What follows belongs to an exercise in optimizing a design on an open flow for small area, a short achievable clock period and few clock cycles; a production flow would make more cautious choices. Where RTL was checked, it was by simulation tests only, not by an equivalence proof against the original. No functional check of the RTL was part of run 3. No activity file was given, so power comes from the tool's default toggle rates.

[flow/flow/run.sh]
#!/bin/bash
# Standard ORFS layout with three changes:
#  - synthesis skips Yosys's early "abc -fast", so full adders are extracted from the
#    RTL's own adder expressions (no inverters between adder cells); registers are
#    unchanged,
#  - ports are buffered with buf_2 instead of a delay buffer,
#  - repair_timing aims at a tighter setup margin.
set -u
sed -e 's/synth -nofsm -noshare/synth -nofsm -noshare -noabc/' synth_recipe.tcl > synth_noabc.tcl
bash standard.sh SYNTH_SCRIPT=$PWD/synth_noabc.tcl SETUP_SLACK_MARGIN=5.1 \
  "BUFFER_PORTS_ARGS=-buffer_cell sky130_fd_sc_hd__buf_2" finish > standard.log 2>&1
[flow/standard.sh]
#!/bin/bash
# synth_recipe.tcl (not shown) runs the flow's synth.tcl, then flattens the netlist and writes it again
# the make line also repeats each setting of config.mk as NAME=value (left out here)
make -C /OpenROAD-flow-scripts/flow DESIGN_CONFIG=/design/flow/config.mk WORK_HOME=/design/flow/orfs CLKGATE_MAP_FILE= SYNTH_SCRIPT=/design/flow/synth_recipe.tcl "${@:-finish}"
[flow/config.mk]
export PLATFORM = sky130hd
export DESIGN_NAME = systolic_array_os
export DESIGN_NICKNAME = systolic_array_os
export VERILOG_FILES = /design/flow/design.v
export SDC_FILE = /design/flow/constraint.sdc
export NUM_CORES = 4
export LEC_CHECK = 0
export CAP_MARGIN = 5
export CORE_MARGIN = 2
export CORE_UTILIZATION = 60
export CTS_CLUSTER_DIAMETER = 80
export CTS_CLUSTER_SIZE = 30
export SLEW_MARGIN = 5
[flow/constraint.sdc]
create_clock -name core_clock -period 10.0 [get_ports {clk}]
set_input_delay 2.0000 -clock core_clock [delete_from_list [all_inputs] [get_ports {clk}]]
set_output_delay 2.0000 -clock core_clock [all_outputs]
set_load 0.01 [all_outputs]
[flow/design.v]
package sys_array_pkg;
  localparam int unsigned DefaultRow  = 4;
  localparam int unsigned DefaultCol  = 4;
  localparam int unsigned DefaultEs   = 8;
  localparam int unsigned DefaultKMax = 64;
endpackage
module pe_mac #(
  parameter int unsigned ES    = 8,
  parameter int unsigned ACC_W = 22
) (
  input  logic             clk,
  input  logic             i_clr,
  input  logic             i_signed,
  input  logic [ES-1:0]    i_a,
  input  logic [ES-1:0]    i_b,
  output logic [ACC_W-1:0] o_acc
);
  logic [ACC_W-1:0] r_acc;
  logic [ACC_W-1:0] w_acc_q;
  logic w_pp_0_0;
  logic w_pp_0_1;
  logic w_pp_0_2;
  logic w_pp_0_3;
  logic w_pp_0_4;
  logic w_pp_0_5;
  logic w_pp_0_6;
  logic w_pp_0_7;
  logic w_pp_1_0;
  logic w_pp_1_1;
  logic w_pp_1_2;
  logic w_pp_1_3;
  logic w_pp_1_4;
  logic w_pp_1_5;
  logic w_pp_1_6;
  logic w_pp_1_7;
  logic w_pp_2_0;
  logic w_pp_2_1;
  logic w_pp_2_2;
  logic w_pp_2_3;
  logic w_pp_2_4;
  logic w_pp_2_5;
  logic w_pp_2_6;
  logic w_pp_2_7;
  logic w_pp_3_0;
  logic w_pp_3_1;
  logic w_pp_3_2;
  logic w_pp_3_3;
  logic w_pp_3_4;
  logic w_pp_3_5;
  logic w_pp_3_6;
  logic w_pp_3_7;
  logic w_pp_4_0;
  logic w_pp_4_1;
  logic w_pp_4_2;
  logic w_pp_4_3;
  logic w_pp_4_4;
  logic w_pp_4_5;
  logic w_pp_4_6;
  logic w_pp_4_7;
  logic w_pp_5_0;
  logic w_pp_5_1;
  logic w_pp_5_2;
  logic w_pp_5_3;
  logic w_pp_5_4;
  logic w_pp_5_5;
  logic w_pp_5_6;
  logic w_pp_5_7;
  logic w_pp_6_0;
  logic w_pp_6_1;
  logic w_pp_6_2;
  logic w_pp_6_3;
  logic w_pp_6_4;
  logic w_pp_6_5;
  logic w_pp_6_6;
  logic w_pp_6_7;
  logic w_pp_7_0;
  logic w_pp_7_1;
  logic w_pp_7_2;
  logic w_pp_7_3;
  logic w_pp_7_4;
  logic w_pp_7_5;
  logic w_pp_7_6;
  logic w_pp_7_7;
  logic w_s1, w_c2;
  logic w_s3, w_c4;
  logic w_s5, w_c6;
  logic w_s7, w_c8;
  logic w_s9, w_c10;
  logic w_s11, w_c12;
  logic w_s13, w_c14;
  logic w_s15, w_c16;
  logic w_s17, w_c18;
  logic w_s19, w_c20;
  logic w_s21, w_c22;
  logic w_s23, w_c24;
  logic w_s25, w_c26;
  logic w_s27, w_c28;
  logic w_s29, w_c30;
  logic w_s31, w_c32;
  logic w_s33, w_c34;
  logic w_s35, w_c36;
  logic w_s37, w_c38;
  logic w_s39, w_c40;
  logic w_s41, w_c42;
  logic w_s43, w_c44;
  logic w_s45, w_c46;
  logic w_s47, w_c48;
  logic w_s49, w_c50;
  logic w_s51, w_c52;
  logic w_s53, w_c54;
  logic w_s55, w_c56;
  logic w_s57, w_c58;
  logic w_s59, w_c60;
  logic w_s61, w_c62;
  logic w_s63, w_c64;
  logic w_s65, w_c66;
  logic w_s67, w_c68;
  logic w_s69, w_c70;
  logic w_s71, w_c72;
  logic w_s73, w_c74;
  logic w_s75, w_c76;
  logic w_s77, w_c78;
  logic w_s79, w_c80;
  logic w_s81, w_c82;
  logic w_s83, w_c84;
  logic w_s85, w_c86;
  logic w_s87, w_c88;
  logic w_s89, w_c90;
  logic w_s91, w_c92;
  logic w_s93, w_c94;
  logic w_s95, w_c96;
  logic w_s97, w_c98;
  logic w_s99, w_c100;
  logic w_s101, w_c102;
  logic w_s103, w_c104;
  logic w_s105, w_c106;
  logic w_s107, w_c108;
  logic w_s109, w_c110;
  logic w_s111, w_c112;
  logic w_s113, w_c114;
  logic w_s115, w_c116;
  logic w_s117, w_c118;
  logic w_s119, w_c120;
  logic w_s121, w_c122;
  logic w_s123, w_c124;
  logic w_s125, w_c126;
  logic w_s127, w_c128;
  logic w_s129, w_c130;
  logic [ACC_W-1:0] w_sum;
  logic w_g131, w_p132;
  logic w_g133, w_p134;
  logic w_g135, w_p136;
  logic w_g137, w_p138;
  logic w_g139, w_p140;
  logic w_g141, w_p142;
  logic w_g143, w_p144;
  logic w_g145, w_p146;
  logic w_g147, w_p148;
  logic w_g149, w_p150;
  logic w_g151, w_p152;
  logic w_g153, w_p154;
  logic w_g155, w_p156;
  logic w_g157, w_p158;
  logic w_g159;
  logic w_gg160;
  logic w_gg161;
  logic w_pp162;
  logic w_gg163;
  logic w_pp164;
  logic w_gg165;
  logic w_pp166;
  logic w_gg167;
  logic w_pp168;
  logic w_gg169;
  logic w_pp170;
  logic w_gg171;
  logic w_pp172;
  logic w_gg173;
  logic w_gg174;
  logic w_pp175;
  logic w_gg176;
  logic w_pp177;
  logic w_gg178;
  logic w_gg179;
  logic w_gg180;
  logic w_gg181;
  logic w_gg182;
  logic w_gg183;
  logic w_gg184;
  logic w_gg185;
  logic w_gg186;
  logic w_gg187;
  logic w_gg188;
  logic w_sm189;
  logic w_sm190;
  logic w_sm191;
  logic w_sm192;
  logic w_sm193;
  logic w_sm194;
  logic w_sm195;
  logic w_sm196;
  logic w_sm197;
  logic w_sm198;
  logic w_sm199;
  logic w_sm200;
  logic w_sm201;
  logic w_sm202;
  logic [5:0] w_hi0, w_hi1;
  assign w_acc_q = i_clr ? '0 : r_acc;
  assign w_pp_0_0 = i_a[0] & i_b[0];
  assign w_pp_0_1 = i_a[0] & i_b[1];
  assign w_pp_0_2 = i_a[0] & i_b[2];
  assign w_pp_0_3 = i_a[0] & i_b[3];
  assign w_pp_0_4 = i_a[0] & i_b[4];
  assign w_pp_0_5 = i_a[0] & i_b[5];
  assign w_pp_0_6 = i_a[0] & i_b[6];
  assign w_pp_0_7 = (i_a[0] & i_b[7]) ^ i_signed;
  assign w_pp_1_0 = i_a[1] & i_b[0];
  assign w_pp_1_1 = i_a[1] & i_b[1];
  assign w_pp_1_2 = i_a[1] & i_b[2];
  assign w_pp_1_3 = i_a[1] & i_b[3];
  assign w_pp_1_4 = i_a[1] & i_b[4];
  assign w_pp_1_5 = i_a[1] & i_b[5];
  assign w_pp_1_6 = i_a[1] & i_b[6];
  assign w_pp_1_7 = (i_a[1] & i_b[7]) ^ i_signed;
  assign w_pp_2_0 = i_a[2] & i_b[0];
  assign w_pp_2_1 = i_a[2] & i_b[1];
  assign w_pp_2_2 = i_a[2] & i_b[2];
  assign w_pp_2_3 = i_a[2] & i_b[3];
  assign w_pp_2_4 = i_a[2] & i_b[4];
  assign w_pp_2_5 = i_a[2] & i_b[5];
  assign w_pp_2_6 = i_a[2] & i_b[6];
  assign w_pp_2_7 = (i_a[2] & i_b[7]) ^ i_signed;
  assign w_pp_3_0 = i_a[3] & i_b[0];
  assign w_pp_3_1 = i_a[3] & i_b[1];
  assign w_pp_3_2 = i_a[3] & i_b[2];
  assign w_pp_3_3 = i_a[3] & i_b[3];
  assign w_pp_3_4 = i_a[3] & i_b[4];
  assign w_pp_3_5 = i_a[3] & i_b[5];
  assign w_pp_3_6 = i_a[3] & i_b[6];
  assign w_pp_3_7 = (i_a[3] & i_b[7]) ^ i_signed;
  assign w_pp_4_0 = i_a[4] & i_b[0];
  assign w_pp_4_1 = i_a[4] & i_b[1];
  assign w_pp_4_2 = i_a[4] & i_b[2];
  assign w_pp_4_3 = i_a[4] & i_b[3];
  assign w_pp_4_4 = i_a[4] & i_b[4];
  assign w_pp_4_5 = i_a[4] & i_b[5];
  assign w_pp_4_6 = i_a[4] & i_b[6];
  assign w_pp_4_7 = (i_a[4] & i_b[7]) ^ i_signed;
  assign w_pp_5_0 = i_a[5] & i_b[0];
  assign w_pp_5_1 = i_a[5] & i_b[1];
  assign w_pp_5_2 = i_a[5] & i_b[2];
  assign w_pp_5_3 = i_a[5] & i_b[3];
  assign w_pp_5_4 = i_a[5] & i_b[4];
  assign w_pp_5_5 = i_a[5] & i_b[5];
  assign w_pp_5_6 = i_a[5] & i_b[6];
  assign w_pp_5_7 = (i_a[5] & i_b[7]) ^ i_signed;
  assign w_pp_6_0 = i_a[6] & i_b[0];
  assign w_pp_6_1 = i_a[6] & i_b[1];
  assign w_pp_6_2 = i_a[6] & i_b[2];
  assign w_pp_6_3 = i_a[6] & i_b[3];
  assign w_pp_6_4 = i_a[6] & i_b[4];
  assign w_pp_6_5 = i_a[6] & i_b[5];
  assign w_pp_6_6 = i_a[6] & i_b[6];
  assign w_pp_6_7 = (i_a[6] & i_b[7]) ^ i_signed;
  assign w_pp_7_0 = (i_a[7] & i_b[0]) ^ i_signed;
  assign w_pp_7_1 = (i_a[7] & i_b[1]) ^ i_signed;
  assign w_pp_7_2 = (i_a[7] & i_b[2]) ^ i_signed;
  assign w_pp_7_3 = (i_a[7] & i_b[3]) ^ i_signed;
  assign w_pp_7_4 = (i_a[7] & i_b[4]) ^ i_signed;
  assign w_pp_7_5 = (i_a[7] & i_b[5]) ^ i_signed;
  assign w_pp_7_6 = (i_a[7] & i_b[6]) ^ i_signed;
  assign w_pp_7_7 = i_a[7] & i_b[7];
  assign w_s1 = w_pp_0_5 ^ w_pp_1_4;
  assign w_c2 = w_pp_0_5 & w_pp_1_4;
  assign w_s3 = w_pp_0_6 ^ w_pp_1_5 ^ w_pp_2_4;
  assign w_c4 = (w_pp_0_6 & w_pp_1_5) | (w_pp_0_6 & w_pp_2_4) | (w_pp_1_5 & w_pp_2_4);
  assign w_s5 = w_pp_3_3 ^ w_pp_4_2;
  assign w_c6 = w_pp_3_3 & w_pp_4_2;
  assign w_s7 = w_pp_1_6 ^ w_pp_2_5 ^ w_pp_3_4;
  assign w_c8 = (w_pp_1_6 & w_pp_2_5) | (w_pp_1_6 & w_pp_3_4) | (w_pp_2_5 & w_pp_3_4);
  assign w_s9 = w_pp_4_3 ^ w_pp_5_2 ^ w_pp_6_1;
  assign w_c10 = (w_pp_4_3 & w_pp_5_2) | (w_pp_4_3 & w_pp_6_1) | (w_pp_5_2 & w_pp_6_1);
  assign w_s11 = w_pp_0_7 ^ w_pp_7_0;
  assign w_c12 = w_pp_0_7 & w_pp_7_0;
  assign w_s13 = w_pp_2_6 ^ w_pp_3_5 ^ w_pp_4_4;
  assign w_c14 = (w_pp_2_6 & w_pp_3_5) | (w_pp_2_6 & w_pp_4_4) | (w_pp_3_5 & w_pp_4_4);
  assign w_s15 = w_pp_5_3 ^ w_pp_6_2 ^ i_signed;
  assign w_c16 = (w_pp_5_3 & w_pp_6_2) | (w_pp_5_3 & i_signed) | (w_pp_6_2 & i_signed);
  assign w_s17 = w_pp_1_7 ^ w_pp_7_1 ^ w_acc_q[8];
  assign w_c18 = (w_pp_1_7 & w_pp_7_1) | (w_pp_1_7 & w_acc_q[8]) | (w_pp_7_1 & w_acc_q[8]);
  assign w_s19 = w_pp_3_6 ^ w_pp_4_5 ^ w_pp_5_4;
  assign w_c20 = (w_pp_3_6 & w_pp_4_5) | (w_pp_3_6 & w_pp_5_4) | (w_pp_4_5 & w_pp_5_4);
  assign w_s21 = w_pp_6_3 ^ w_pp_2_7 ^ w_pp_7_2;
  assign w_c22 = (w_pp_6_3 & w_pp_2_7) | (w_pp_6_3 & w_pp_7_2) | (w_pp_2_7 & w_pp_7_2);
  assign w_s23 = w_pp_4_6 ^ w_pp_5_5 ^ w_pp_6_4;
  assign w_c24 = (w_pp_4_6 & w_pp_5_5) | (w_pp_4_6 & w_pp_6_4) | (w_pp_5_5 & w_pp_6_4);
  assign w_s25 = w_pp_0_3 ^ w_pp_1_2;
  assign w_c26 = w_pp_0_3 & w_pp_1_2;
  assign w_s27 = w_pp_0_4 ^ w_pp_1_3 ^ w_pp_2_2;
  assign w_c28 = (w_pp_0_4 & w_pp_1_3) | (w_pp_0_4 & w_pp_2_2) | (w_pp_1_3 & w_pp_2_2);
  assign w_s29 = w_pp_3_1 ^ w_pp_4_0;
  assign w_c30 = w_pp_3_1 & w_pp_4_0;
  assign w_s31 = w_pp_2_3 ^ w_pp_3_2 ^ w_pp_4_1;
  assign w_c32 = (w_pp_2_3 & w_pp_3_2) | (w_pp_2_3 & w_pp_4_1) | (w_pp_3_2 & w_pp_4_1);
  assign w_s33 = w_pp_5_0 ^ w_s1 ^ w_acc_q[5];
  assign w_c34 = (w_pp_5_0 & w_s1) | (w_pp_5_0 & w_acc_q[5]) | (w_s1 & w_acc_q[5]);
  assign w_s35 = w_pp_5_1 ^ w_pp_6_0 ^ w_c2;
  assign w_c36 = (w_pp_5_1 & w_pp_6_0) | (w_pp_5_1 & w_c2) | (w_pp_6_0 & w_c2);
  assign w_s37 = w_s5 ^ w_acc_q[6] ^ w_s3;
  assign w_c38 = (w_s5 & w_acc_q[6]) | (w_s5 & w_s3) | (w_acc_q[6] & w_s3);
  assign w_s39 = w_c6 ^ w_c4 ^ w_acc_q[7];
  assign w_c40 = (w_c6 & w_c4) | (w_c6 & w_acc_q[7]) | (w_c4 & w_acc_q[7]);
  assign w_s41 = w_s7 ^ w_s9 ^ w_s11;
  assign w_c42 = (w_s7 & w_s9) | (w_s7 & w_s11) | (w_s9 & w_s11);
  assign w_s43 = w_c8 ^ w_c10 ^ w_s13;
  assign w_c44 = (w_c8 & w_c10) | (w_c8 & w_s13) | (w_c10 & w_s13);
  assign w_s45 = w_c12 ^ w_s15 ^ w_s17;
  assign w_c46 = (w_c12 & w_s15) | (w_c12 & w_s17) | (w_s15 & w_s17);
  assign w_s47 = w_c14 ^ w_acc_q[9] ^ w_s19;
  assign w_c48 = (w_c14 & w_acc_q[9]) | (w_c14 & w_s19) | (w_acc_q[9] & w_s19);
  assign w_s49 = w_c16 ^ w_c18 ^ w_s21;
  assign w_c50 = (w_c16 & w_c18) | (w_c16 & w_s21) | (w_c18 & w_s21);
  assign w_s51 = w_c20 ^ w_pp_3_7 ^ w_pp_7_3;
  assign w_c52 = (w_c20 & w_pp_3_7) | (w_c20 & w_pp_7_3) | (w_pp_3_7 & w_pp_7_3);
  assign w_s53 = w_acc_q[10] ^ w_s23 ^ w_c22;
  assign w_c54 = (w_acc_q[10] & w_s23) | (w_acc_q[10] & w_c22) | (w_s23 & w_c22);
  assign w_s55 = w_pp_5_6 ^ w_pp_6_5 ^ w_c24;
  assign w_c56 = (w_pp_5_6 & w_pp_6_5) | (w_pp_5_6 & w_c24) | (w_pp_6_5 & w_c24);
  assign w_s57 = w_pp_4_7 ^ w_pp_7_4 ^ w_acc_q[11];
  assign w_c58 = (w_pp_4_7 & w_pp_7_4) | (w_pp_4_7 & w_acc_q[11]) | (w_pp_7_4 & w_acc_q[11]);
  assign w_s59 = w_pp_6_6 ^ w_pp_5_7 ^ w_pp_7_5;
  assign w_c60 = (w_pp_6_6 & w_pp_5_7) | (w_pp_6_6 & w_pp_7_5) | (w_pp_5_7 & w_pp_7_5);
  assign w_s61 = w_pp_0_2 ^ w_pp_1_1;
  assign w_c62 = w_pp_0_2 & w_pp_1_1;
  assign w_s63 = w_pp_2_1 ^ w_pp_3_0 ^ w_s25;
  assign w_c64 = (w_pp_2_1 & w_pp_3_0) | (w_pp_2_1 & w_s25) | (w_pp_3_0 & w_s25);
  assign w_s65 = w_c26 ^ w_s29 ^ w_acc_q[4];
  assign w_c66 = (w_c26 & w_s29) | (w_c26 & w_acc_q[4]) | (w_s29 & w_acc_q[4]);
  assign w_s67 = w_c30 ^ w_c28 ^ w_s31;
  assign w_c68 = (w_c30 & w_c28) | (w_c30 & w_s31) | (w_c28 & w_s31);
  assign w_s69 = w_c32 ^ w_s35 ^ w_c34;
  assign w_c70 = (w_c32 & w_s35) | (w_c32 & w_c34) | (w_s35 & w_c34);
  assign w_s71 = w_c36 ^ w_c38 ^ w_s39;
  assign w_c72 = (w_c36 & w_c38) | (w_c36 & w_s39) | (w_c38 & w_s39);
  assign w_s73 = w_c40 ^ w_s43 ^ w_c42;
  assign w_c74 = (w_c40 & w_s43) | (w_c40 & w_c42) | (w_s43 & w_c42);
  assign w_s75 = w_c44 ^ w_s47 ^ w_c46;
  assign w_c76 = (w_c44 & w_s47) | (w_c44 & w_c46) | (w_s47 & w_c46);
  assign w_s77 = w_c48 ^ w_s51 ^ w_c50;
  assign w_c78 = (w_c48 & w_s51) | (w_c48 & w_c50) | (w_s51 & w_c50);
  assign w_s79 = w_c52 ^ w_s55 ^ w_s57;
  assign w_c80 = (w_c52 & w_s55) | (w_c52 & w_s57) | (w_s55 & w_s57);
  assign w_s81 = w_acc_q[12] ^ w_c56 ^ w_c58;
  assign w_c82 = (w_acc_q[12] & w_c56) | (w_acc_q[12] & w_c58) | (w_c56 & w_c58);
  assign w_s83 = w_pp_6_7 ^ w_pp_7_6 ^ w_acc_q[13];
  assign w_c84 = (w_pp_6_7 & w_pp_7_6) | (w_pp_6_7 & w_acc_q[13]) | (w_pp_7_6 & w_acc_q[13]);
  assign w_s85 = w_pp_0_1 ^ w_pp_1_0;
  assign w_c86 = w_pp_0_1 & w_pp_1_0;
  assign w_s87 = w_pp_2_0 ^ w_s61 ^ w_acc_q[2];
  assign w_c88 = (w_pp_2_0 & w_s61) | (w_pp_2_0 & w_acc_q[2]) | (w_s61 & w_acc_q[2]);
  assign w_s89 = w_c62 ^ w_acc_q[3] ^ w_s63;
  assign w_c90 = (w_c62 & w_acc_q[3]) | (w_c62 & w_s63) | (w_acc_q[3] & w_s63);
  assign w_s91 = w_s27 ^ w_c64 ^ w_s65;
  assign w_c92 = (w_s27 & w_c64) | (w_s27 & w_s65) | (w_c64 & w_s65);
  assign w_s93 = w_c66 ^ w_s33 ^ w_s67;
  assign w_c94 = (w_c66 & w_s33) | (w_c66 & w_s67) | (w_s33 & w_s67);
  assign w_s95 = w_c68 ^ w_s37 ^ w_s69;
  assign w_c96 = (w_c68 & w_s37) | (w_c68 & w_s69) | (w_s37 & w_s69);
  assign w_s97 = w_s41 ^ w_c70 ^ w_s71;
  assign w_c98 = (w_s41 & w_c70) | (w_s41 & w_s71) | (w_c70 & w_s71);
  assign w_s99 = w_c72 ^ w_s45 ^ w_s73;
  assign w_c100 = (w_c72 & w_s45) | (w_c72 & w_s73) | (w_s45 & w_s73);
  assign w_s101 = w_s49 ^ w_c74 ^ w_s75;
  assign w_c102 = (w_s49 & w_c74) | (w_s49 & w_s75) | (w_c74 & w_s75);
  assign w_s103 = w_s53 ^ w_c76 ^ w_s77;
  assign w_c104 = (w_s53 & w_c76) | (w_s53 & w_s77) | (w_c76 & w_s77);
  assign w_s105 = w_c54 ^ w_s79 ^ w_c78;
  assign w_c106 = (w_c54 & w_s79) | (w_c54 & w_c78) | (w_s79 & w_c78);
  assign w_s107 = w_s59 ^ w_c80 ^ w_s81;
  assign w_c108 = (w_s59 & w_c80) | (w_s59 & w_s81) | (w_c80 & w_s81);
  assign w_s109 = w_c60 ^ w_s83 ^ w_c82;
  assign w_c110 = (w_c60 & w_s83) | (w_c60 & w_c82) | (w_s83 & w_c82);
  assign w_s111 = w_pp_7_7 ^ w_acc_q[14] ^ w_c84;
  assign w_c112 = (w_pp_7_7 & w_acc_q[14]) | (w_pp_7_7 & w_c84) | (w_acc_q[14] & w_c84);
  assign w_s113 = i_signed ^ w_acc_q[15];
  assign w_c114 = i_signed & w_acc_q[15];
  assign w_s115 = i_signed ^ w_acc_q[16];
  assign w_c116 = i_signed & w_acc_q[16];
  assign w_s117 = i_signed ^ w_acc_q[17];
  assign w_c118 = i_signed & w_acc_q[17];
  assign w_s119 = i_signed ^ w_acc_q[18];
  assign w_c120 = i_signed & w_acc_q[18];
  assign w_s121 = i_signed ^ w_acc_q[19];
  assign w_c122 = i_signed & w_acc_q[19];
  assign w_s123 = i_signed ^ w_acc_q[20];
  assign w_c124 = i_signed & w_acc_q[20];
  assign w_s125 = i_signed ^ w_acc_q[21];
  assign w_c126 = i_signed & w_acc_q[21];
  assign w_s127 = w_pp_0_0 ^ w_acc_q[0];
  assign w_c128 = w_pp_0_0 & w_acc_q[0];
  assign w_s129 = w_acc_q[1] ^ w_s85 ^ w_c128;
  assign w_c130 = (w_acc_q[1] & w_s85) | (w_acc_q[1] & w_c128) | (w_s85 & w_c128);
  assign w_g131 = w_c86 & w_s87;
  assign w_p132 = w_c86 ^ w_s87;
  assign w_g133 = w_c88 & w_s89;
  assign w_p134 = w_c88 ^ w_s89;
  assign w_g135 = w_c90 & w_s91;
  assign w_p136 = w_c90 ^ w_s91;
  assign w_g137 = w_c92 & w_s93;
  assign w_p138 = w_c92 ^ w_s93;
  assign w_g139 = w_c94 & w_s95;
  assign w_p140 = w_c94 ^ w_s95;
  assign w_g141 = w_c96 & w_s97;
  assign w_p142 = w_c96 ^ w_s97;
  assign w_g143 = w_c98 & w_s99;
  assign w_p144 = w_c98 ^ w_s99;
  assign w_g145 = w_c100 & w_s101;
  assign w_p146 = w_c100 ^ w_s101;
  assign w_g147 = w_c102 & w_s103;
  assign w_p148 = w_c102 ^ w_s103;
  assign w_g149 = w_c104 & w_s105;
  assign w_p150 = w_c104 ^ w_s105;
  assign w_g151 = w_c106 & w_s107;
  assign w_p152 = w_c106 ^ w_s107;
  assign w_g153 = w_c108 & w_s109;
  assign w_p154 = w_c108 ^ w_s109;
  assign w_g155 = w_c110 & w_s111;
  assign w_p156 = w_c110 ^ w_s111;
  assign w_g157 = w_c112 & w_s113;
  assign w_p158 = w_c112 ^ w_s113;
  assign w_g159 = w_g131 | (w_p132 & w_c130);
  assign w_gg160 = w_g133 | (w_p134 & w_g159);
  assign w_gg161 = w_g137 | (w_p138 & w_g135);
  assign w_pp162 = w_p138 & w_p136;
  assign w_gg163 = w_g141 | (w_p142 & w_g139);
  assign w_pp164 = w_p142 & w_p140;
  assign w_gg165 = w_g145 | (w_p146 & w_g143);
  assign w_pp166 = w_p146 & w_p144;
  assign w_gg167 = w_g149 | (w_p150 & w_g147);
  assign w_pp168 = w_p150 & w_p148;
  assign w_gg169 = w_g153 | (w_p154 & w_g151);
  assign w_pp170 = w_p154 & w_p152;
  assign w_gg171 = w_g157 | (w_p158 & w_g155);
  assign w_pp172 = w_p158 & w_p156;
  assign w_gg173 = w_gg161 | (w_pp162 & w_gg160);
  assign w_gg174 = w_gg165 | (w_pp166 & w_gg163);
  assign w_pp175 = w_pp166 & w_pp164;
  assign w_gg176 = w_gg169 | (w_pp170 & w_gg167);
  assign w_pp177 = w_pp170 & w_pp168;
  assign w_gg178 = w_gg174 | (w_pp175 & w_gg173);
  assign w_gg179 = w_gg176 | (w_pp177 & w_gg178);
  assign w_gg180 = w_gg163 | (w_pp164 & w_gg173);
  assign w_gg181 = w_gg167 | (w_pp168 & w_gg178);
  assign w_gg182 = w_gg171 | (w_pp172 & w_gg179);
  assign w_gg183 = w_g135 | (w_p136 & w_gg160);
  assign w_gg184 = w_g139 | (w_p140 & w_gg173);
  assign w_gg185 = w_g143 | (w_p144 & w_gg180);
  assign w_gg186 = w_g147 | (w_p148 & w_gg178);
  assign w_gg187 = w_g151 | (w_p152 & w_gg181);
  assign w_gg188 = w_g155 | (w_p156 & w_gg179);
  assign w_sm189 = w_p132 ^ w_c130;
  assign w_sm190 = w_p134 ^ w_g159;
  assign w_sm191 = w_p136 ^ w_gg160;
  assign w_sm192 = w_p138 ^ w_gg183;
  assign w_sm193 = w_p140 ^ w_gg173;
  assign w_sm194 = w_p142 ^ w_gg184;
  assign w_sm195 = w_p144 ^ w_gg180;
  assign w_sm196 = w_p146 ^ w_gg185;
  assign w_sm197 = w_p148 ^ w_gg178;
  assign w_sm198 = w_p150 ^ w_gg186;
  assign w_sm199 = w_p152 ^ w_gg181;
  assign w_sm200 = w_p154 ^ w_gg187;
  assign w_sm201 = w_p156 ^ w_gg179;
  assign w_sm202 = w_p158 ^ w_gg188;
  assign w_sum[1:0] = {w_s129, w_s127};
  assign w_sum[15:2] = {w_sm202, w_sm201, w_sm200, w_sm199, w_sm198, w_sm197, w_sm196, w_sm195, w_sm194, w_sm193, w_sm192, w_sm191, w_sm190, w_sm189};
  assign w_hi0 = {w_c124, w_c122, w_c120, w_c118, w_c116, w_c114} + {w_s125, w_s123, w_s121, w_s119, w_s117, w_s115};
  assign w_hi1 = {w_c124, w_c122, w_c120, w_c118, w_c116, w_c114} + {w_s125, w_s123, w_s121, w_s119, w_s117, w_s115} + 1'b1;
  assign w_sum[21:16] = w_gg182 ? w_hi1 : w_hi0;
  always_ff @(posedge clk) begin
    r_acc <= w_sum;
  end
  assign o_acc = r_acc;
endmodule
module systolic_array_os #(
  parameter int unsigned ROW   = sys_array_pkg::DefaultRow,
  parameter int unsigned COL   = sys_array_pkg::DefaultCol,
  parameter int unsigned ES    = sys_array_pkg::DefaultEs,
  parameter int unsigned K_MAX = sys_array_pkg::DefaultKMax,
  parameter int unsigned ACC_W = 2 * ES + $clog2(K_MAX)
) (
  input  logic                         clk,
  input  logic                         rst_n,
  input  logic                         start,
  input  logic [$clog2(K_MAX+1)-1:0]   k_len,
  input  logic                         signed_mode,
  input  logic                         in_vld,
  output logic                         in_rdy,
  input  logic [ROW*ES-1:0]            a_vec,
  input  logic [COL*ES-1:0]            b_vec,
  output logic                         out_vld,
  input  logic                         out_rdy,
  output logic [COL*ACC_W-1:0]         out_row,
  output logic [$clog2(ROW)-1:0]       out_row_idx,
  output logic                         out_last,
  output logic                         busy,
  output logic                         done
);
  localparam int unsigned KW = $clog2(K_MAX + 1);
  localparam int unsigned RW = $clog2(ROW);
  logic          r_feed;       
  logic          r_zero;       
  logic          r_first;      
  logic [KW-1:0] r_k_rem;      
  logic          r_signed;
  logic [ES-1:0] r_a_n [ROW];
  logic [ES-1:0] r_b_n [COL];
  logic [ROW-1:0] r_clr;       
  logic          r_last;       
  logic          r_out_vld;
  logic [RW-1:0] r_row;
  logic          r_row_last;   
  logic [ROW-1:0] r_row_sel;   
  logic          r_rdy_any;    
  logic          r_rdy_last;   
  logic [KW-1:0]    w_k_clamp;
  logic             w_start, w_acc_free, w_in_rdy, w_fire, w_issue, w_xfer;
  logic             w_feed_d, w_zero_d, w_first_d, w_last_d, w_out_vld_d, w_row_last_d;
  logic [RW-1:0]    w_row_d;
  logic [ACC_W-1:0] w_acc [ROW][COL];
  assign w_k_clamp = (k_len > KW'(K_MAX)) ? KW'(K_MAX) : k_len;
  assign w_start   = start & ~busy;
  assign w_xfer    = r_out_vld & out_rdy;
  assign w_acc_free = ~r_last & (~r_out_vld | (r_row_last & out_rdy));
  assign w_in_rdy   = r_rdy_any | (r_rdy_last & out_rdy);
  assign w_fire     = in_vld & w_in_rdy;
  assign w_issue    = w_fire | (r_zero & w_acc_free);
  always_comb begin
    w_feed_d  = r_feed;
    w_zero_d  = r_zero;
    w_first_d = r_first;
    if (w_start) begin
      w_feed_d  = (w_k_clamp != '0);
      w_zero_d  = (w_k_clamp == '0);
      w_first_d = 1'b1;
    end else begin
      if (w_fire) begin
        w_first_d = 1'b0;
        if (r_k_rem == KW'(1)) w_feed_d = 1'b0;
      end
      if (r_zero && w_acc_free) w_zero_d = 1'b0;
    end
    w_last_d     = w_issue & (r_zero | (r_k_rem == KW'(1)));
    w_out_vld_d  = r_out_vld;
    w_row_d      = r_row;
    w_row_last_d = r_row_last;
    if (r_last) begin
      w_out_vld_d  = 1'b1;
      w_row_d      = '0;
      w_row_last_d = 1'b0;
    end else if (w_xfer) begin
      w_out_vld_d  = ~r_row_last;
      w_row_d      = r_row + RW'(1);
      w_row_last_d = (r_row == RW'(ROW - 2));
    end
  end
  always_ff @(posedge clk) begin
    if (!rst_n) begin
      r_feed     <= 1'b0;
      r_zero     <= 1'b0;
      r_first    <= 1'b0;
      r_clr      <= '1;
      r_last     <= 1'b0;
      r_out_vld  <= 1'b0;
      r_row      <= '0;
      r_row_last <= 1'b0;
      r_row_sel  <= '0;
      r_rdy_any  <= 1'b0;
      r_rdy_last <= 1'b0;
    end else begin
      r_feed     <= w_feed_d;
      r_zero     <= w_zero_d;
      r_first    <= w_first_d;
      r_clr      <= {ROW{w_xfer}} & r_row_sel;
      r_last     <= w_last_d;
      r_out_vld  <= w_out_vld_d;
      r_row      <= w_row_d;
      r_row_last <= w_row_last_d;
      for (int r = 0; r < ROW; r++) r_row_sel[r] <= w_out_vld_d & (w_row_d == RW'(r));
      r_rdy_any  <= w_feed_d & (~w_first_d | (~w_last_d & ~w_out_vld_d));
      r_rdy_last <= w_feed_d & w_first_d & ~w_last_d & w_row_last_d;
    end
  end
  always_ff @(posedge clk) begin
    if (w_start) begin
      r_k_rem <= w_k_clamp;
    end else if (w_fire) begin
      r_k_rem <= r_k_rem - KW'(1);
    end
  end
  always_ff @(posedge clk) begin
    if (!rst_n) begin
      r_signed <= 1'b0;
    end else if (w_start) begin
      r_signed <= signed_mode;
    end
  end
  always_ff @(posedge clk) begin
    for (int r = 0; r < ROW; r++) r_a_n[r] <= ~((w_fire & rst_n) ? a_vec[r*ES +: ES] : '0);
    for (int c = 0; c < COL; c++) r_b_n[c] <= ~b_vec[c*ES +: ES];
  end
  for (genvar gr = 0; gr < ROW; gr++) begin : g_row
    for (genvar gc = 0; gc < COL; gc++) begin : g_col
      pe_mac #(
        .ES   (ES),
        .ACC_W(ACC_W)
      ) u_pe (
        .clk     (clk),
        .i_clr   (r_clr[gr]),
        .i_signed(r_signed),
        .i_a     (~r_a_n[gr]),
        .i_b     (~r_b_n[gc]),
        .o_acc   (w_acc[gr][gc])
      );
    end
  end
  always_comb begin
    out_row = '0;
    for (int r = 0; r < ROW; r++)
      for (int c = 0; c < COL; c++)
        out_row[c*ACC_W +: ACC_W] = out_row[c*ACC_W +: ACC_W] | (w_acc[r][c] & {ACC_W{r_row_sel[r]}});
  end
  assign in_rdy      = w_in_rdy;
  assign out_vld     = r_out_vld;
  assign out_row_idx = r_row;
  assign out_last    = r_row_last;
  assign busy        = r_feed | r_zero;
  assign done        = r_row_last & out_rdy;
endmodule
==> results of run 1 <==
==> layer usage <==
layer,vias to the layer above,GRT usage,share of wire
met5,-,0,0.000092
met4,2,0.0857,0.027
met3,211,0.0527,0.073
met2,1238,0.534,0.47
met1,18877,0.450,0.43
li1,16522,-,-
==> critical path, cell delays in order, from the launching register on <==
cell and delay, ns:
dfxtp_4 0.75, buf_4 0.66, a22oi_1 0.19, nand2_1 0.25, buf_2 0.18
==> what timing repair did <==
action	4_1_cts	5_1_grt
gates resized for setup	23	75
pin swaps	0	2
endpoints found under the setup margin	188	62
buffers inserted	3	12
cloned	2	2
==> state kept, by name, summed over array words and instances (netlist names) <==
signal / flops
r_rdy_last: 1
r_last: 1
r_signed: 1
r_row: 2
r_a_n: 32
g_row.g_col.u_pe.r_acc: 352
r_clr: 4
r_rdy_any: 1
r_k_rem: 7
r_row_sel: 4
r_first: 1
r_b_n: 32
r_feed: 1
r_row_last: 1
r_out_vld: 1
r_zero: 1
==> cells in the mapped netlist (83+ instances only) <==
library cell  number
a22oi_1          176
a21o_1            83
nor2b_1          356
xor2_1           370
dfxtp_1          435
ha_1             515
xnor2_1          132
a21oi_1           88
clkbuf_1         194
nor2_1          1083
nand2_1          224
fa_1             944
==> power groups by stage <==
stage | sequential (mW) | clock (mW) | combinational (mW)
2_1_floorplan | 2.40 | 0 | 2.46
3_3_place_gp | 2.53 | 0 | 2.95
3_5_place_dp | 2.53 | 0 | 3.02
4_1_cts | 2.49 | 1.99 | 3.07
5_1_grt | 2.54 | 2.05 | 3.51
6_report | 2.49 | 1.95 | 3.10
==> final cells by class <==
type,instances,area (um^2)
multi-input combinational,4291,43000
tap,1155,1450
sequential,442,9020
inverter,39,146
fill,6944,29100
timing repair buffer,259,2030
clock inverter,31,507
clock buffer,47,1130
==> kinds of logic after synthesis <==
family	Yosys count	synth area share
DFF	442	0.171
xor gates and xnor gates	502	0.0845
and+or+nand+nor	1796	0.153
buffers and inverters	341	0.0257
adders and majority gates	1459	0.487
AOI/OAI and AO/OA	518	0.0753
muxes	16	0.00346
==> through the flow <==
| stage | instances | cell area (um^2) | util | setup slack, ns |
|---|---|---|---|---|
| after floorplan | 5074 | 53500 | - | 4.79 |
| after global placement | 6167 | 54900 | 0.636 | 4.50 |
| after detailed placement | 6167 | 54900 | 0.636 | 4.44 |
| after CTS | 6250 | 56800 | 0.657 | 5.10 |
| after global routing | 6264 | 57200 | 0.663 | 5.09 |
| final | 6264 | 57200 | 0.663 | 5.26 |
==> path summary, 6_finish.rpt <==
path | start | endpoint | slack (ns) | cells after the start
hold reg to reg | r_first$_SDFF_PN0_ | r_first$_SDFF_PN0_ | 0.54 | 2
setup / recovery | r_row_sel[0]$_SDFF_PN0_ | out_row[20] | 5.26 | 4
setup reg to reg | r_signed$_SDFFE_PN0P_ | g_row[2].g_col[0].u_pe.r_acc[15]$_DFF_P_ | 5.26 | 16
hold / removal | r_first$_SDFF_PN0_ | r_first$_SDFF_PN0_ | 0.54 | 2
==> metrics.csv, run 1 <==
stage;metric;value;unit
sta;finalSetupViolations;0;
synth;synth_flop_cell;dfxtp_1;
placed_design;post-dp-hpwl;95600;um
final_layout;nNetsFinal;6611;
pwr;p_sw;2.92;mW
cts;clk_latency;0.63;ns
cts;clock_sinks;442;
pwr;internal-power;4.62;mW
worst_setup_path;crit_fanout;50;
worst_setup_path;path_class;flip-flop to output port;
detailed_routing;wl_per_cell;22.6;um
pwr;leakagePower;30.6;nW
worst_setup_path;critPathLaunchType;flip-flop;
pwr;total_power;7.53;mW
worst_setup_path;endpoint_kind;output port;
floorplan;row_count;108;
sta;max_freq;211;MHz
sta;tns;0;ns
sta;tightest_slew;0.898;ns
pwr;clockPowerShare;0.258;
final_layout;drive_gt1_frac;0.127;
detailed_routing;vias;36850;
pwr;sequentialPowerShare;0.331;
cts;postCtsHoldBufs;0;
run_status;status;timing/DRC/antenna clean;
synth;synth_fp_nets;6610;
sta;rsz0062_at_grt;yes;
synth;syn_area;0.0521;mm^2
sta;skew;0.0445;ns
final_layout;most-common-layout-cells;nor2_1, fa_1, ha_1;
synth;syn_avg_cell_area;10.3;um^2
synth;synthArstFlopShare;0;
global_routing;grt_pass1_wl;226000;um
hold_path;hold_path.class;flip-flop to flip-flop;
pwr;combPwrFrac;0.411;
placed_design;io_buffers;171;
floorplan;design.core.area;0.0863;mm^2
sta;slew_headroom;0.401;
global_routing;antenna_found_initial;3;
synth;synth_top_cell_area_share;0.363;
placed_design;place.gp.congestion;0.826;
synth;ys_seq_elements;442;
cts;htreeDepth;2;
cts;cts_buffers;42;
detailed_routing;drtPass1Iterations;5;
synth;synth.largest_area_cell;fa_1;
worst_setup_path;critPathArrivalTime;2.74;ns
global_routing;grt_util_all_layers;0.325;
floorplan;die_h;299;um
pwr;switching_share;0.387;
sta;finalCriticalPeriod;4.74;ns
final_layout;mostFrequentLayoutCell;nor2_1;
floorplan;die_area;0.0891;mm^2
run;cap_violations;0;
detailed_routing;wl;141000;um
worst_setup_path;crit_required;8.00;ns
sta;whs;0.539;ns
synth;synth_area_leaders;fa_1, dfxtp_1, ha_1;
detailed_routing;drc;0;
synth;ys_seq_area_frac;0.171;
final_layout;area_growth;9.96;%
floorplan;die-width;299;um
detailed_routing;viasPerCell;5.88;
global_routing;grt_max_degree;62;
global_routing;grt-ovfl-total;0;
pwr;vdd_ir_drop_max;146;uV
sta;hold_viol_final;0;
cts;clkTransAtPathRegs;0.09;ns
pwr;p_per_area;132;mW/mm^2
floorplan;initial_core_util;0.603;
cts;root_buffer;clkbuf_16;
sta;min_period_over_period;0.474;
detailed_routing;drtAntennaViolNets;0;
final_layout;diodes;0;
synth;syn_inst;5074;
floorplan;ios;172;
synth;synth_enable_flop_cells;7;
sta;drv_slew;0;
synth;synth_cell_types;45;
cts;cts_tree;done;
cts;clock_path_buffers;3;
detailed_routing;drt_iter0_drc;2152;
global_routing;grt_pass1_vias;40576;
synth;yosys_warnings;7;
Testbench counts, summed over its fixed seeds: cycles 12,017.
==> inputs of run 2 (changes only) <==
--- a/flow/flow/run.sh
+++ b/flow/flow/run.sh
@@ -8,4 +8,4 @@
 set -u
 sed -e 's/synth -nofsm -noshare/synth -nofsm -noshare -noabc/' synth_recipe.tcl > synth_noabc.tcl
-bash standard.sh SYNTH_SCRIPT=$PWD/synth_noabc.tcl SETUP_SLACK_MARGIN=5.1 \
+bash standard.sh SYNTH_SCRIPT=$PWD/synth_noabc.tcl SETUP_SLACK_MARGIN=5.0 \
   "BUFFER_PORTS_ARGS=-buffer_cell sky130_fd_sc_hd__buf_2" finish > standard.log 2>&1
==> metrics.csv, run 2 <==
stage;metric;value;unit;change
synth;yosys.area_share.simple;0.153;;unchanged
floorplan;row_count;108;;unchanged
synth;synth_cell_types;45;;unchanged
worst_setup_path;max_stage_delay;0.57;ns;-0.18 ns
final_layout;largest_registers;g_row.g_col.u_pe.r_acc: 352 flops, r_a_n: 32 flops, r_b_n: 32 flops;;
cts;clock_sinks;442;;unchanged
final_layout;nNetsFinal;6611;;unchanged
synth;ys_seq_elements;442;;unchanged
run;cap_violations;0;;unchanged
worst_setup_path;crit_fanout;24;;-52%
floorplan;die-width;299;um;unchanged
final_layout;diodes;0;;unchanged
synth;synth_fp_nets;6610;;unchanged
synth;yosys.cell_count.top_type;nor2_1;;
pwr;p_per_area;131;mW/mm^2;-0.62%
detailed_routing;drc;0;;unchanged
detailed_routing;viasPerCell;5.84;;-0.73%
sta;hold_viol_final;0;;unchanged
sta;skew;0.0359;ns;-0.00865 ns
cts;clock_path_buffers;3;;unchanged
global_routing;antenna_found_initial;0;;-3
global_routing;busiest_layer;met2;;
cts;cts_buffers;44;;+4.8%
global_routing;gr-usage-met2;0.533;;-0.000884
final_layout;final_area;0.0567;mm^2;-1.0%
synth;synth_compound_area_frac;0.0753;;unchanged
global_routing;grt_util_met1;0.439;;-0.0110
worst_setup_path;path_class;flip-flop to flip-flop;;
final_layout;area_growth;8.87;%;
synth;synth_enable_flop_cells;7;;unchanged
worst_setup_path;critPathArrivalTime;5.39;ns;+2.65 ns
final_layout;largest_register;g_row.g_col.u_pe.r_acc;;
sta;finalCriticalPeriod;4.87;ns;+0.127 ns
sta;max_freq;205;MHz;-2.6%
pwr;vdd_ir_drop_max;143;uV;-1.8%
detailed_routing;wl;138000;um;-2.0%
placed_design;io_buffers;171;;unchanged
detailed_routing;drt_iter0_drc;2210;;+2.7%
synth;syn_avg_cell_area;10.3;um^2;unchanged
final_layout;largest_reg_flops;352;;unchanged
worst_setup_path;worst-path-buf-inv;1;;-1
floorplan;ios;172;;unchanged
pwr;sequentialPowerShare;0.340;;+0.009
synth;synthMuxAreaShare;0.00346;;unchanged
global_routing;use_met3;0.0515;;-0.00116
run_status;status;timing/DRC/antenna clean;;
detailed_routing;vias;36588;;-0.71%
detailed_routing;drtPass1Iterations;6;;+1
sta;tightest_slew;0.919;ns;+0.0207 ns
worst_setup_path;rrSetupSlack;5.13;ns;-0.13 ns
worst_setup_path;reg2reg_to;g_row[1].g_col[3].u_pe.r_acc[15]$_DFF_P_;;
synth;synthArstFlopShare;0;;unchanged
synth;ys_seq_area_frac;0.171;;unchanged
cts;clkTransAtPathRegs;0.08;ns;about the same
worst_setup_path;reg2regPathDepth;14;;-2
synth;yosys_warnings;7;;unchanged
sta;min_period_over_period;0.487;;+0.0127
hold_path;hold_start;r_row_last$_SDFF_PN0_;;
hold_path;hold_depth;2;;unchanged
synth;syn_area;0.0521;mm^2;unchanged
final_layout;mostFrequentLayoutCell;nor2_1;;
synth;synth_top_cells_by_count;nor2_1, fa_1, ha_1, dfxtp_1, xor2_1;;
cts;postCtsHoldBufs;0;;unchanged
worst_setup_path;critPathLaunchType;flip-flop;;
cts;cts_tree;done;;
synth;synth-xor-area-share;0.0845;;unchanged
final_layout;most-common-layout-cells;nor2_1, fa_1, ha_1;;
final_layout;drive_gt1_frac;0.122;;-0.00511
pwr;clockPowerShare;0.253;;-0.005
hold_path;hold_end;r_row_last$_SDFF_PN0_;;
worst_setup_path;r2r_start;r_a_n[1][5]$_DFF_P_;;
sta;rsz0062_at_grt;no;;
pwr;leakagePower;30.5;nW;-0.43%
synth;synth_top_family_by_area;adder cells;;
pwr;combPwrFrac;0.406;;-0.005
floorplan;die_area;0.0891;mm^2;unchanged
sta;drv_slew;0;;unchanged
sta;finalSetupViolations;0;;unchanged
global_routing;grt_pass1_wl;224000;um;-1.2%
pwr;switching_share;0.385;;-0.00200
cts;clk_latency;0.64;ns;about the same
placed_design;post-dp-hpwl;97000;um;+1.5%
placed_design;dpl_cell_area;0.0548;mm^2;-0.18%
synth;synth_area_leaders;fa_1, dfxtp_1, ha_1;;
worst_setup_path;crit_chain;buf_4 -> nor2_1 -> fa_1 -> fa_1 -> fa_1 -> fa_1 -> ha_4 -> a21o_1 -> o2111ai_2 -> nand2_1 -> nand3_1 -> nand2_1 -> fa_2 -> xor2_1;;
synth;synth_flop_cell;dfxtp_1;;
detailed_routing;wl_per_cell;22.1;um;-2.0%
worst_setup_path;crit_required;10.52;ns;+2.52 ns
floorplan;design.core.area;0.0863;mm^2;unchanged
synth;syn_inst;5074;;unchanged
worst_setup_path;path_delay_family;adder cells;;
synth;synth_top_cell_area_share;0.363;;unchanged
worst_setup_path;crit_top_cell;fa_1;;
placed_design;place.gp.congestion;0.836;;+1.2%
cts;root_buffer;clkbuf_16;;
worst_setup_path;crit_slowest_cell;fa_1;;
pwr;p_sw;2.86;mW;-2.1%
worst_setup_path;endpoint_kind;flip-flop;;
sta;tns;0;ns;unchanged
global_routing;grt_pass1_vias;40543;;-0.081%
detailed_routing;drtAntennaViolNets;0;;unchanged
global_routing;grt_max_degree;108;;+74%
floorplan;die_h;299;um;unchanged
global_routing;grt_util_all_layers;0.322;;-0.00273
hold_path;hold_path.class;flip-flop to flip-flop;;
sta;slew_headroom;0.387;;-0.0138
synth;synth.largest_area_cell;fa_1;;
global_routing;grt-ovfl-total;0;;unchanged
floorplan;initial_core_util;0.603;;unchanged
pwr;internal-power;4.56;mW;-1.3%
cts;htreeDepth;2;;unchanged
synth;synth_fa_ha_area_frac;0.487;;unchanged
run 2: cell counts after synthesis:
Identical to the previous run, type by type.
run 2: through the flow:
step                      utilization  power (mW)  hold slack [ns]  setup slack, ns  std cells
final                           0.656        7.41            0.554             5.13       6265
after global routing            0.656        7.97            0.573             4.99       6265
after CTS                       0.653        7.47            0.552             5.01       6256
after detailed placement        0.635        5.53            0.536             4.22       6172
after global placement          0.635        5.47            0.533             4.28       6172
after floorplan                     -        4.83            0.491             4.79       5074
run 2: what timing repair did:
item	in CTS	in global routing
buffers inserted	3	7
gates cloned	0	2
resized for setup	9	39
endpoints found under the setup margin	74	46
run 2: layout make-up:
type / count / area [um^2]
Tap cell: 1155 / 1450
Inverter: 39 / 146
Clock buffer: 52 / 1210
Multi-Input combinational cell: 4291 / 42800
Sequential cell: 442 / 9010
Timing Repair Buffer: 257 / 1750
Clock inverter: 29 / 347
Fill cell: 7019 / 29700
run 2: cells by family (layout without fill, tap and decap cells):
group / count (synthesis) / after routing
buf+inv: 341 / 377
xor+xnor: 502 / 502
simple gates: 1796 / 1796
fa+ha+maj: 1459 / 1459
compound gates: 518 / 518
flops: 442 / 442
mux: 16 / 16
run 2: tightest hold or removal path: cells and delay by family, from the launching register on:
kind	cells	cell delay, ns
AOI/OAI and AO/OA	1	0.07
DFF	1	0.36
and+or+nand+nor	1	0.08
run 2: worst max path at each step:
stage	startpoint	slack (ns)	to	cells after the start
3_5_place_dp	r_signed$_SDFFE_PN0P_	4.22	g_row[2].g_col[3].u_pe.r_acc[15]$_DFF_P_	15
3_3_place_gp	r_signed$_SDFFE_PN0P_	4.28	g_row[2].g_col[3].u_pe.r_acc[15]$_DFF_P_	15
6_report	r_a_n[1][5]$_DFF_P_	5.13	g_row[1].g_col[3].u_pe.r_acc[15]$_DFF_P_	14
2_1_floorplan	r_signed$_SDFFE_PN0P_	4.79	g_row[1].g_col[3].u_pe.r_acc[15]$_DFF_P_	17
5_1_grt	r_a_n[2][2]$_DFF_P_	4.99	g_row[2].g_col[1].u_pe.r_acc[15]$_DFF_P_	15
4_1_cts	r_a_n[3][1]$_DFF_P_	5.01	g_row[3].g_col[3].u_pe.r_acc[15]$_DFF_P_	15
run 2: power groups by stage:
stage | logic [mW] | registers (mW) | clock network, mW
2_1_floorplan | 2.43 | 2.40 | 0
6_report | 3.01 | 2.52 | 1.88
3_5_place_dp | 2.98 | 2.55 | 0
5_1_grt | 3.43 | 2.56 | 1.98
3_3_place_gp | 2.91 | 2.56 | 0
4_1_cts | 3.02 | 2.52 | 1.93
run 2: metal layers:
| metal | part of all wire | vias up |
|---|---|---|
| li1 | - | 16501 |
| met1 | 0.43 | 18868 |
| met2 | 0.48 | 996 |
| met3 | 0.059 | 223 |
| met4 | 0.030 | 0 |
| met5 | 0 | - |
==> inputs of run 3 (changes only) <==
--- a/flow/design.v
+++ b/flow/design.v
@@ -178,12 +178,12 @@
   logic w_gg173;
   logic w_gg174;
-  logic w_pp175;
-  logic w_gg176;
-  logic w_pp177;
-  logic w_gg178;
+  logic w_gg175;
+  logic w_pp176;
+  logic w_gg177;
+  logic w_pp178;
   logic w_gg179;
-  logic w_gg180;
+  logic w_pp180;
   logic w_gg181;
-  logic w_gg182;
+  logic w_pp182;
   logic w_gg183;
   logic w_gg184;
@@ -191,13 +191,13 @@
   logic w_gg186;
   logic w_gg187;
-  logic w_gg188;
-  logic w_sm189;
-  logic w_sm190;
-  logic w_sm191;
-  logic w_sm192;
-  logic w_sm193;
-  logic w_sm194;
-  logic w_sm195;
-  logic w_sm196;
+  logic w_pp188;
+  logic w_gg189;
+  logic w_pp190;
+  logic w_gg191;
+  logic w_gg192;
+  logic w_gg193;
+  logic w_gg194;
+  logic w_gg195;
+  logic w_gg196;
   logic w_sm197;
   logic w_sm198;
@@ -206,4 +206,12 @@
   logic w_sm201;
   logic w_sm202;
+  logic w_sm203;
+  logic w_sm204;
+  logic w_sm205;
+  logic w_sm206;
+  logic w_sm207;
+  logic w_sm208;
+  logic w_sm209;
+  logic w_sm210;
   logic [5:0] w_hi0, w_hi1;
   assign w_acc_q = i_clr ? '0 : r_acc;
@@ -444,39 +452,47 @@
   assign w_gg171 = w_g157 | (w_p158 & w_g155);
   assign w_pp172 = w_p158 & w_p156;
-  assign w_gg173 = w_gg161 | (w_pp162 & w_gg160);
-  assign w_gg174 = w_gg165 | (w_pp166 & w_gg163);
-  assign w_pp175 = w_pp166 & w_pp164;
-  assign w_gg176 = w_gg169 | (w_pp170 & w_gg167);
-  assign w_pp177 = w_pp170 & w_pp168;
-  assign w_gg178 = w_gg174 | (w_pp175 & w_gg173);
-  assign w_gg179 = w_gg176 | (w_pp177 & w_gg178);
-  assign w_gg180 = w_gg163 | (w_pp164 & w_gg173);
-  assign w_gg181 = w_gg167 | (w_pp168 & w_gg178);
-  assign w_gg182 = w_gg171 | (w_pp172 & w_gg179);
-  assign w_gg183 = w_g135 | (w_p136 & w_gg160);
-  assign w_gg184 = w_g139 | (w_p140 & w_gg173);
-  assign w_gg185 = w_g143 | (w_p144 & w_gg180);
-  assign w_gg186 = w_g147 | (w_p148 & w_gg178);
-  assign w_gg187 = w_g151 | (w_p152 & w_gg181);
-  assign w_gg188 = w_g155 | (w_p156 & w_gg179);
-  assign w_sm189 = w_p132 ^ w_c130;
-  assign w_sm190 = w_p134 ^ w_g159;
-  assign w_sm191 = w_p136 ^ w_gg160;
-  assign w_sm192 = w_p138 ^ w_gg183;
-  assign w_sm193 = w_p140 ^ w_gg173;
-  assign w_sm194 = w_p142 ^ w_gg184;
-  assign w_sm195 = w_p144 ^ w_gg180;
-  assign w_sm196 = w_p146 ^ w_gg185;
-  assign w_sm197 = w_p148 ^ w_gg178;
-  assign w_sm198 = w_p150 ^ w_gg186;
-  assign w_sm199 = w_p152 ^ w_gg181;
-  assign w_sm200 = w_p154 ^ w_gg187;
-  assign w_sm201 = w_p156 ^ w_gg179;
-  assign w_sm202 = w_p158 ^ w_gg188;
+  assign w_gg173 = w_g135 | (w_p136 & w_gg160);
+  assign w_gg174 = w_gg161 | (w_pp162 & w_gg160);
+  assign w_gg175 = w_g143 | (w_p144 & w_gg163);
+  assign w_pp176 = w_p144 & w_pp164;
+  assign w_gg177 = w_gg165 | (w_pp166 & w_gg163);
+  assign w_pp178 = w_pp166 & w_pp164;
+  assign w_gg179 = w_g151 | (w_p152 & w_gg167);
+  assign w_pp180 = w_p152 & w_pp168;
+  assign w_gg181 = w_gg169 | (w_pp170 & w_gg167);
+  assign w_pp182 = w_pp170 & w_pp168;
+  assign w_gg183 = w_g139 | (w_p140 & w_gg174);
+  assign w_gg184 = w_gg163 | (w_pp164 & w_gg174);
+  assign w_gg185 = w_gg175 | (w_pp176 & w_gg174);
+  assign w_gg186 = w_gg177 | (w_pp178 & w_gg174);
+  assign w_gg187 = w_g155 | (w_p156 & w_gg181);
+  assign w_pp188 = w_p156 & w_pp182;
+  assign w_gg189 = w_gg171 | (w_pp172 & w_gg181);
+  assign w_pp190 = w_pp172 & w_pp182;
+  assign w_gg191 = w_g147 | (w_p148 & w_gg186);
+  assign w_gg192 = w_gg167 | (w_pp168 & w_gg186);
+  assign w_gg193 = w_gg179 | (w_pp180 & w_gg186);
+  assign w_gg194 = w_gg181 | (w_pp182 & w_gg186);
+  assign w_gg195 = w_gg187 | (w_pp188 & w_gg186);
+  assign w_gg196 = w_gg189 | (w_pp190 & w_gg186);
+  assign w_sm197 = w_p132 ^ w_c130;
+  assign w_sm198 = w_p134 ^ w_g159;
+  assign w_sm199 = w_p136 ^ w_gg160;
+  assign w_sm200 = w_p138 ^ w_gg173;
+  assign w_sm201 = w_p140 ^ w_gg174;
+  assign w_sm202 = w_p142 ^ w_gg183;
+  assign w_sm203 = w_p144 ^ w_gg184;
+  assign w_sm204 = w_p146 ^ w_gg185;
+  assign w_sm205 = w_p148 ^ w_gg186;
+  assign w_sm206 = w_p150 ^ w_gg191;
+  assign w_sm207 = w_p152 ^ w_gg192;
+  assign w_sm208 = w_p154 ^ w_gg193;
+  assign w_sm209 = w_p156 ^ w_gg194;
+  assign w_sm210 = w_p158 ^ w_gg195;
   assign w_sum[1:0] = {w_s129, w_s127};
-  assign w_sum[15:2] = {w_sm202, w_sm201, w_sm200, w_sm199, w_sm198, w_sm197, w_sm196, w_sm195, w_sm194, w_sm193, w_sm192, w_sm191, w_sm190, w_sm189};
+  assign w_sum[15:2] = {w_sm210, w_sm209, w_sm208, w_sm207, w_sm206, w_sm205, w_sm204, w_sm203, w_sm202, w_sm201, w_sm200, w_sm199, w_sm198, w_sm197};
   assign w_hi0 = {w_c124, w_c122, w_c120, w_c118, w_c116, w_c114} + {w_s125, w_s123, w_s121, w_s119, w_s117, w_s115};
   assign w_hi1 = {w_c124, w_c122, w_c120, w_c118, w_c116, w_c114} + {w_s125, w_s123, w_s121, w_s119, w_s117, w_s115} + 1'b1;
-  assign w_sum[21:16] = w_gg182 ? w_hi1 : w_hi0;
+  assign w_sum[21:16] = w_gg196 ? w_hi1 : w_hi0;
   always_ff @(posedge clk) begin
     r_acc <= w_sum;
@@ -628,7 +644,8 @@
   always_comb begin
     out_row = '0;
-    for (int r = 0; r < ROW; r++)
-      for (int c = 0; c < COL; c++)
+    for (int c = 0; c < COL / 2; c++)
+      for (int r = 0; r < ROW; r++)
         out_row[c*ACC_W +: ACC_W] = out_row[c*ACC_W +: ACC_W] | (w_acc[r][c] & {ACC_W{r_row_sel[r]}});
+    for (int c = COL / 2; c < COL; c++) out_row[c*ACC_W +: ACC_W] = w_acc[r_row][c];
   end
   assign in_rdy      = w_in_rdy;
--- a/flow/flow/run.sh
+++ b/flow/flow/run.sh
@@ -8,4 +8,4 @@
 set -u
 sed -e 's/synth -nofsm -noshare/synth -nofsm -noshare -noabc/' synth_recipe.tcl > synth_noabc.tcl
-bash standard.sh SYNTH_SCRIPT=$PWD/synth_noabc.tcl SETUP_SLACK_MARGIN=5.0 \
+bash standard.sh SYNTH_SCRIPT=$PWD/synth_noabc.tcl SETUP_SLACK_MARGIN=5.3 \
   "BUFFER_PORTS_ARGS=-buffer_cell sky130_fd_sc_hd__buf_2" finish > standard.log 2>&1
--- a/flow/config.mk
+++ b/flow/config.mk
@@ -9,5 +9,5 @@
 export CORE_MARGIN = 2
 export CORE_UTILIZATION = 60
-export CTS_CLUSTER_DIAMETER = 80
-export CTS_CLUSTER_SIZE = 30
+export CTS_CLUSTER_DIAMETER = 100
+export CTS_CLUSTER_SIZE = 40
 export SLEW_MARGIN = 5
==> metrics.csv, run 3 <==
stage;metric;value;unit;change
floorplan;die-width;298;um;about the same
worst_setup_path;worst-path-buf-inv;5;;+4
final_layout;mostFrequentLayoutCell;nor2_1;;
detailed_routing;viasPerCell;6.05;;+3.5%
synth;synth_cell_types;59;;+31%
sta;max_freq;215;MHz;+4.7%
final_layout;most-common-layout-cells;nor2_1, fa_1, ha_1;;
placed_design;post-dp-hpwl;104000;um;+6.9%
sta;skew;0.0451;ns;+0.00920 ns
synth;synth_enable_flop_cells;7;;unchanged
floorplan;row_count;107;;-0.93%
placed_design;dpl_cell_area;0.0547;mm^2;about the same
cts;clkTransAtPathRegs;0.12;ns;+0.04 ns
synth;syn_area;0.0520;mm^2;-0.15%
worst_setup_path;critPathArrivalTime;2.65;ns;-2.74 ns
final_layout;largest_register;g_row.g_col.u_pe.r_acc;;
floorplan;die_h;298;um;about the same
floorplan;ios;172;;unchanged
detailed_routing;drt_iter0_drc;3047;;+38%
final_layout;largest_registers;g_row.g_col.u_pe.r_acc: 352 flops, r_a_n: 32 flops, r_b_n: 32 flops;;
hold_path;hold_depth;2;;unchanged
floorplan;design.core.area;0.0855;mm^2;-0.93%
final_layout;final_area;0.0589;mm^2;+3.9%
final_layout;final_cells;6474;;+3.3%
synth;ys_seq_elements;442;;unchanged
pwr;internal-power;4.53;mW;-0.52%
sta;finalCriticalPeriod;4.65;ns;-0.218 ns
hold_path;hold_path.class;flip-flop to flip-flop;;
final_layout;fin_util;0.688;;+0.0320
global_routing;grt_max_degree;59;;-45%
pwr;clockPowerShare;0.221;;-0.032
detailed_routing;wl;164000;um;+19%
final_layout;drive_gt1_frac;0.139;;+0.0177
worst_setup_path;crit_chain;inv_1 -> ha_2 -> buf_12 -> nor4_4 -> buf_6 -> buf_12 -> nand2_2 -> nand3_2 -> buf_2;;
cts;clock_path_buffers;3;;unchanged
sta;rsz0062_at_grt;yes;;
final_layout;largest_reg_flops;352;;unchanged
global_routing;antenna_found_initial;13;;+13
cts;cts_buffers;36;;-18%
synth;synth_fp_nets;6693;;+1.3%
pwr;p_sw;3.02;mW;+5.8%
worst_setup_path;crit_top_cell;buf_12;;
synth;synth_area_leaders;fa_1, dfxtp_1, ha_1;;
global_routing;grt_pass1_wl;238000;um;+6.6%
cts;root_buffer;clkbuf_16;;
detailed_routing;wl_per_cell;25.4;um;+15%
floorplan;initial_core_util;0.608;;+0.00470
floorplan;die_area;0.0890;mm^2;-0.15%
sta;slew_headroom;0.334;;-0.0530
run_status;status;timing/DRC/antenna clean;;
worst_setup_path;r2r_start;r_a_n[3][2]$_DFF_P_;;
pwr;p_per_area;128;mW/mm^2;-1.9%
final_layout;fillCellCount;6685;;-4.8%
run;cap_violations;0;;unchanged
synth;synth_top_cell_area_share;0.345;;-0.0179
sta;finalSetupViolations;0;;unchanged
sta;tns;0;ns;unchanged
worst_setup_path;max_stage_delay;0.38;ns;-0.19 ns
pwr;total_power;7.55;mW;+1.9%
pwr;combPwrFrac;0.444;;+0.038
worst_setup_path;path_delay_family;buffers and inverters;;
detailed_routing;drtAntennaViolNets;0;;unchanged
synth;yosys.cell_count.top_type;nor2_1;;
detailed_routing;vias;39140;;+7.0%
synth;syn_avg_cell_area;9.99;um^2;-2.6%
global_routing;grt_util_all_layers;0.349;;+0.0265
synth;synth.largest_area_cell;fa_1;;
synth;ys_seq_area_frac;0.172;;+0.000264
detailed_routing;drc;0;;unchanged
worst_setup_path;endpoint_kind;output port;;
pwr;vdd_ir_drop_max;193;uV;+35%
sta;hold_viol_final;0;;unchanged
sta;min_period_over_period;0.465;;-0.0218
worst_setup_path;crit_required;8.00;ns;-2.52 ns
worst_setup_path;rrSetupSlack;5.41;ns;+0.28 ns
worst_setup_path;reg2reg_to;g_row[3].g_col[3].u_pe.r_acc[17]$_DFF_P_;;
placed_design;dpl.cell_count;6295;;+2.0%
cts;clk_latency;0.62;ns;-0.02 ns
placed_design;place.gp.congestion;0.879;;+5.2%
synth;synthArstFlopShare;0;;unchanged
sta;tightest_slew;0.996;ns;+0.0772 ns
detailed_routing;drtPass1Iterations;8;;+2
worst_setup_path;critPathLaunchType;flip-flop;;
synth;synth_flop_cell;dfxtp_1;;
pwr;sequentialPowerShare;0.335;;-0.005
synth;syn_inst;5202;;+2.5%
worst_setup_path;crit_slowest_cell;dfxtp_4;;
worst_setup_path;crit_fanout;45;;+88%
worst_setup_path;reg2regPathDepth;13;;-1
global_routing;grt-ovfl-total;0;;unchanged
final_layout;area_growth;13.3;%;
cts;cts_tree;done;;
cts;htreeDepth;2;;unchanged
synth;synth_top_cells_by_count;nor2_1, fa_1, ha_1, dfxtp_1, nor2b_1;;
sta;drv_slew;0;;unchanged
cts;clock_sinks;442;;unchanged
final_layout;nNetsFinal;6786;;+2.6%
synth;yosys_warnings;7;;unchanged
pwr;switching_share;0.400;;+0.0147
worst_setup_path;path_class;flip-flop to output port;;
placed_design;io_buffers;171;;unchanged
global_routing;grt_pass1_vias;41153;;+1.5%
pwr;leakagePower;31.4;nW;+3.2%
hold_path;hold_start;r_feed$_SDFF_PN0_;;
hold_path;hold_end;r_rdy_last$_SDFF_PN0_;;
-- run 3: cell count changes in the layout (fill, tap and decap cells not counted), sizes merged, moves of 19 or more --
cell,change
buf,+73
a21oi,+64
nand3,+49
fa,-48
xnor2,+43
o21ai,+26
o211ai,-24
o21a,+20
nand2,-19
-- run 3: logic make-up after synthesis --
family | after synthesis | synth area share
AOI/OAI and AO/OA | 581 | 0.0763
buffers and inverters | 359 | 0.0267
muxes | 16 | 0.00376
DFF | 442 | 0.172
xor gates and xnor gates | 541 | 0.0912
and+or+nand+nor | 1849 | 0.161
adders and majority gates | 1414 | 0.470
-- run 3: area by class of cell --
type | count | area [um^2] | area share
clock inverters | 23 | 368 | 0.00625
well taps | 1144 | 1430 | 0.0243
flip-flops and latches | 442 | 9040 | 0.153
clock buffers | 41 | 961 | 0.0163
inverters | 51 | 191 | 0.00325
diodes | 9 | 22.5 | 0.000382
repair buffers | 363 | 3810 | 0.0646
multi-input cells | 4401 | 43100 | 0.731
-- run 3: worst reg2reg max path, stage by stage, from the launching register on --
cell      delay (ns)
dfxtp_4         0.39
buf_12          0.19
nor2_1          0.11
fa_1            0.45
fa_1            0.50
fa_1            0.52
fa_1            0.51
ha_1            0.35
o211ai_1        0.16
o21ai_2         0.27
o211ai_1        0.13
and4b_1         0.23
o21bai_4        0.29
mux2_1          0.35
-- run 3: timing repair --
action / in CTS / in global routing
resized for setup: 159 / 166
cloned: 9 / 29
hold buffers: 0 / 0
pin swaps: 2 / 19
setup buffers: 16 / 52
endpoints found under the setup margin: 198 / 126
-- run 3: per-stage QoR --
stage | hold WS (ns) | setup slack (ns)
floorplan | 0.457 | 4.73
global placement | 0.481 | 4.51
detailed placement | 0.480 | 4.42
CTS | 0.498 | 5.29
global route | 0.547 | 5.26
finish | 0.496 | 5.35
-- run 3: worst max path at each step --
stage                                      from                                        to  cells after the start
after floorplan           r_signed$_SDFFE_PN0P_  g_row[2].g_col[2].u_pe.r_acc[17]$_DFF_P_                     14
after global placement    r_signed$_SDFFE_PN0P_  g_row[3].g_col[0].u_pe.r_acc[17]$_DFF_P_                     13
after detailed placement  r_signed$_SDFFE_PN0P_  g_row[3].g_col[0].u_pe.r_acc[17]$_DFF_P_                     13
after CTS                   r_row[1]$_SDFF_PN0_                               out_row[70]                      9
after global routing        r_a_n[2][3]$_DFF_P_  g_row[2].g_col[3].u_pe.r_acc[17]$_DFF_P_                     13
final                       r_row[0]$_SDFF_PN0_                               out_row[80]                      9
-- run 3: layer usage --
layer	share of wire	GRT usage	up-vias
li1	-	-	17150
met1	0.40	0.472	19976
met2	0.46	0.569	1654
met3	0.089	0.0513	356
met4	0.054	0.136	4
met5	0.00020	0	-
-- run 3: power groups by stage --
stage / clock network [mW] / logic [mW] / registers [mW]
2_1_floorplan: 0 / 2.52 / 2.41
6_report: 1.67 / 3.35 / 2.53
4_1_cts: 1.70 / 3.25 / 2.52
3_3_place_gp: 0 / 3.10 / 2.55
3_5_place_dp: 0 / 3.16 / 2.55
5_1_grt: 1.76 / 3.75 / 2.57

## static timing again, ports no longer ideal
The results above use ideal ports. As a check the final layouts listed here were re-extracted and re-timed, cells and wires unchanged. Step 1 assumes that a clkbuf_16 drives the clock port and a buf_2 every other input. Step 2, shift: input delay + t, output delay - t, t = (earliest + latest rising clock arrival at the registers) / 2. This alone moves slack from input paths to output paths. Slacks: ideal / step 1 / step 2; pairs: ideal / step 1.
run | t, ns | setup WS [ns] | cell pins on the clock port's net
run 1 | 0.686 | 5.260 / 5.184 / 5.264 | 1
run 2 | 0.691 | 5.133 / 5.118 / 5.133 | 1
run 3 | 0.669 | 5.351 / 5.278 / 5.413 | 1
After both steps every run listed still meets setup and hold.
